Background: an optimization exercise with open tools, aiming at small area, a short achievable clock period and few clock cycles. Do not read the settings as production practice. The RTL was checked by simulation tests, not by an equivalence proof against the original design. Power is estimated from default activity; no workload was simulated.

## cache_ctrl
module cache_ctrl #(
   parameter int ADDR_W      = 10,
   parameter int NUM_BLOCKS  = 4,
   parameter int BLOCK_WORDS = 4,
   parameter int CNT_W       = 16
) (
   input  logic                      clk,
   input  logic                      rst_n,
   input  logic                      cpu_req_valid,
   output logic                      cpu_req_ready,
   input  logic                      cpu_we,
   input  logic [ADDR_W-1:0]         cpu_addr,
   input  logic [31:0]               cpu_wdata,
   output logic                      cpu_resp_valid,
   output logic [31:0]               cpu_rdata,
   output logic                      mem_req,
   output logic                      mem_we,
   output logic [ADDR_W-1:0]         mem_addr,
   output logic [32*BLOCK_WORDS-1:0] mem_wdata,
   input  logic [32*BLOCK_WORDS-1:0] mem_rdata,
   input  logic                      mem_done,
   output logic [CNT_W-1:0]          hit_cnt,
   output logic [CNT_W-1:0]          miss_cnt
);
export LEC_CHECK = 0
export CAP_MARGIN = 20
export CORE_MARGIN = 2
export CORE_UTILIZATION = 60
export CTS_CLUSTER_DIAMETER = 100
export CTS_CLUSTER_SIZE = 24
export SETUP_SLACK_MARGIN = 1.9
export SLEW_MARGIN = 20
create_clock -name core_clock -period 4.0 [get_ports {clk}]
standard.sh (not shown) runs the stock make flow with config.mk's settings and CLKGATE_MAP_FILE= SYNTH_SCRIPT=/design/flow/synth_recipe.tcl, a recipe that flattens the netlist after the stock synthesis.
==> flow/flow/run.sh <==
#!/bin/bash
# Standard ORFS layout with two changes to how it is made:
#  * the resizer may swap cells across footprints (MATCH_CELL_FOOTPRINT=0);
#  * while the ports are buffered (global placement), delay cells are
#    don't-use, so the port buffers are plain buffers.
set -euo pipefail
here=$(pwd)
bash standard.sh synth > synth.log 2>&1
bash standard.sh PRE_GLOBAL_PLACE_TCL="$here/flow/gp_pre.tcl" MATCH_CELL_FOOTPRINT=0 finish > layout.log 2>&1
==> flow/flow/gp_pre.tcl <==
# Keep delay cells out of the port buffers inserted in this step.
set_dont_use [get_lib_cells {sky130_fd_sc_hd__clkdlybuf4s* sky130_fd_sc_hd__dlygate* sky130_fd_sc_hd__dlymetal*}]
The first run completed without violations.
Testbench counts at the start, summed over its fixed seeds: cycles 33,730.
==> next run, changes <==
--- a/flow/config.mk
+++ b/flow/config.mk
@@ -13 +13 @@
-export SETUP_SLACK_MARGIN = 1.9
+export SETUP_SLACK_MARGIN = 2.0
Power increases by 2.2%. Setup slack gains 0.013 ns. Design area rises by 2.9%. Non-clock buffer count rises by 51.

* * *

cache_ctrl, a different RTL version from the one above (not shown whole).
Size in the first run: ~2000 cells after synthesis, ~820 flip-flops, about 380 I/O pins, roughly 30000 µm² of cells after synthesis.
export LEC_CHECK = 0
export CAP_MARGIN = 20
export CORE_MARGIN = 2
export CORE_UTILIZATION = 65
export CTS_CLUSTER_DIAMETER = 100
export CTS_CLUSTER_SIZE = 24
export SETUP_SLACK_MARGIN = 1.75
export SLEW_MARGIN = 20
create_clock -name core_clock -period 4.0 [get_ports {clk}]
Scripts as last shown in full above: flow/flow/run.sh, flow/flow/gp_pre.tcl
Testbench counts at the start, summed over its fixed seeds: cycles 33,730.
Then changed:
CORE_UTILIZATION = 50   (was 65)
Routed wire length is higher by 6.7%.
Non-clock buffer count is higher by 18.
Count of clock-buffer cells in the layout is lower by 1.
Synthesized cell count does not change.

* * *

Starting RTL as in the previous note.
==> flow/design.v (excerpt) <==
module cache_ctrl #(
   parameter int ADDR_W      = 10,
   parameter int NUM_BLOCKS  = 4,
   parameter int BLOCK_WORDS = 4,
   parameter int CNT_W       = 16
) (
   input  logic                      clk,
   input  logic                      rst_n,
   input  logic                      cpu_req_valid,
   output logic                      cpu_req_ready,
   input  logic                      cpu_we,
   input  logic [ADDR_W-1:0]         cpu_addr,
   input  logic [31:0]               cpu_wdata,
   output logic                      cpu_resp_valid,
   output logic [31:0]               cpu_rdata,
   output logic                      mem_req,
   output logic                      mem_we,
   output logic [ADDR_W-1:0]         mem_addr,
   output logic [32*BLOCK_WORDS-1:0] mem_wdata,
   input  logic [32*BLOCK_WORDS-1:0] mem_rdata,
   input  logic                      mem_done,
   output logic [CNT_W-1:0]          hit_cnt,
   output logic [CNT_W-1:0]          miss_cnt
);
   localparam int TAG_W  = ADDR_W - 6;
   localparam int LINE_W = 32 * BLOCK_WORDS;
   logic [NUM_BLOCKS-1:0] valid_arr;
   logic [NUM_BLOCKS-1:0] dirty_arr;
   logic [TAG_W-1:0]      tag_arr  [NUM_BLOCKS];
   logic [LINE_W-1:0]     data_arr [NUM_BLOCKS];
   logic             r_v;
   logic             r_hit;
   logic [TAG_W-1:0] r_tag;
   logic [1:0]       r_idx;
   logic [1:0]       r_word;
   logic             r_we;
   logic [31:0]      r_wdata;
   logic             rd_q;
   logic             rdy;
   logic [TAG_W-1:0] mem_tag;
   logic [LINE_W-1:0] line_buf;
   logic [BLOCK_WORDS-1:0] wen_q  [NUM_BLOCKS];   
   logic [BLOCK_WORDS-1:0] wsel_q;                 
   logic [BLOCK_WORDS-1:0] commit_q;               
   logic [NUM_BLOCKS-1:0]  ridx_q;                 
   logic [TAG_W-1:0] in_tag;
   logic [1:0]       in_idx;
   logic [1:0]       in_word;
   logic             in_hit;
   logic             in_victim_dirty;
   logic             rd_done;
   logic             wb_done;
   logic             accept;
   logic             acc_miss;
   logic             unused_addr_bits;
   assign unused_addr_bits = ^cpu_addr[1:0];
   assign in_tag  = cpu_addr[ADDR_W-1:6];
   assign in_idx  = cpu_addr[5:4];
   assign in_word = cpu_addr[3:2];
   assign in_hit          = valid_arr[in_idx] && (tag_arr[in_idx] == in_tag);
  ...
==> flow/config.mk <==
export PLATFORM = sky130hd
export DESIGN_NAME = cache_ctrl
export DESIGN_NICKNAME = cache_ctrl
export VERILOG_FILES = /design/flow/design.v
export SDC_FILE = /design/flow/constraint.sdc
export NUM_CORES = 4
export LEC_CHECK = 0
export CAP_MARGIN = 20
export CORE_MARGIN = 2
export CORE_UTILIZATION = 60
export CTS_CLUSTER_DIAMETER = 100
export CTS_CLUSTER_SIZE = 24
export SETUP_SLACK_MARGIN = 1.65
export SLEW_MARGIN = 20
==> flow/constraint.sdc <==
create_clock -name core_clock -period 4.0 [get_ports {clk}]
set_input_delay 0.8000 -clock core_clock [delete_from_list [all_inputs] [get_ports {clk}]]
set_output_delay 0.8000 -clock core_clock [all_outputs]
set_load 0.01 [all_outputs]
Scripts as last shown in full above: flow/flow/run.sh, flow/flow/gp_pre.tcl
Testbench counts at the start, summed over its fixed seeds: cycles 33,730.
Next try:
Settings changed: SETUP_SLACK_MARGIN 1.65 to 1.75.
What happened: The changed run produced a clean layout. Register-to-register slack gets better by 0.05 ns. Fmax goes up slightly. Sequential share of layout area came out lower by 0.66 points. First-iteration DRC count is lower by roughly a tenth. Cell area rose slightly.
Next try:
Settings changed: SETUP_SLACK_MARGIN 1.75 to 1.85.
What happened: The new run finished with timing, DRC and antenna clean; count of clock-buffer cells in the layout does not change; worst setup slack gets worse by 0.014 ns; sequential share of layout area goes down by 0.62 points; power stays flat; final cell count is about the same; via count goes up by 0.82%; combinational power goes up by 4.4%; design area goes up by 1.1%; global-route usage goes up by 0.31 points; wire length goes up by 2.5%.

[afterwards: timing with drivers on the ports]
The flow's constraints put no driver on any port. The routed layouts listed below were extracted and timed again, unchanged, in two steps. Step 1 (the two cells are an assumption about what drives the block):
set clk [get_ports {clk}]
set_driving_cell -lib_cell sky130_fd_sc_hd__clkbuf_16 $clk
set_driving_cell -lib_cell sky130_fd_sc_hd__buf_2 [delete_from_list [all_inputs] $clk]
Step 2 moves the port delays by t, midway between the first and last clock arrival at a register: inputs arrive t later, outputs are due t later. That takes back most of the time a late clock gives input paths. Slacks: ideal / step 1 / step 2; pairs: ideal / step 1.
| run | t (ns) | slack for setup (ns) | clock arrival spread, ns | slew at the worst register clock pin (ns) | worst data-port slew with drivers (ns) |
|---|---|---|---|---|---|
| the first run of note 1 | 0.653 | 1.892 / 1.855 / 1.338 | 0.022 / 0.023 | 0.10 / 0.10 | 0.17 |
| the second run of note 1 | 0.657 | 1.905 / 1.844 / 1.419 | 0.026 / 0.026 | 0.10 / 0.10 | 0.18 |
| the first run of note 2 | 0.657 | 1.766 / 1.715 / 1.119 | 0.016 / 0.017 | 0.10 / 0.10 | 0.12 |
| the second run of note 2 | 0.661 | 1.784 / 1.723 / 1.179 | 0.019 / 0.019 | 0.10 / 0.10 | 0.20 |
| the first run of note 3 | 0.657 | 1.738 / 1.701 / 1.105 | 0.022 / 0.022 | 0.10 / 0.10 | 0.11 |
| the second run of note 3 | 0.651 | 1.780 / 1.719 / 1.179 | 0.018 / 0.018 | 0.10 / 0.10 | 0.11 |
| the third run of note 3 | 0.654 | 1.766 / 1.705 / 1.173 | 0.027 / 0.028 | 0.10 / 0.10 | 0.11 |
After both steps setup and hold are still met in every run listed. For the first run of note 2, which loses most, drivers alone change the setup slack by -0.051 ns; drivers and shift together by -0.647 ns.
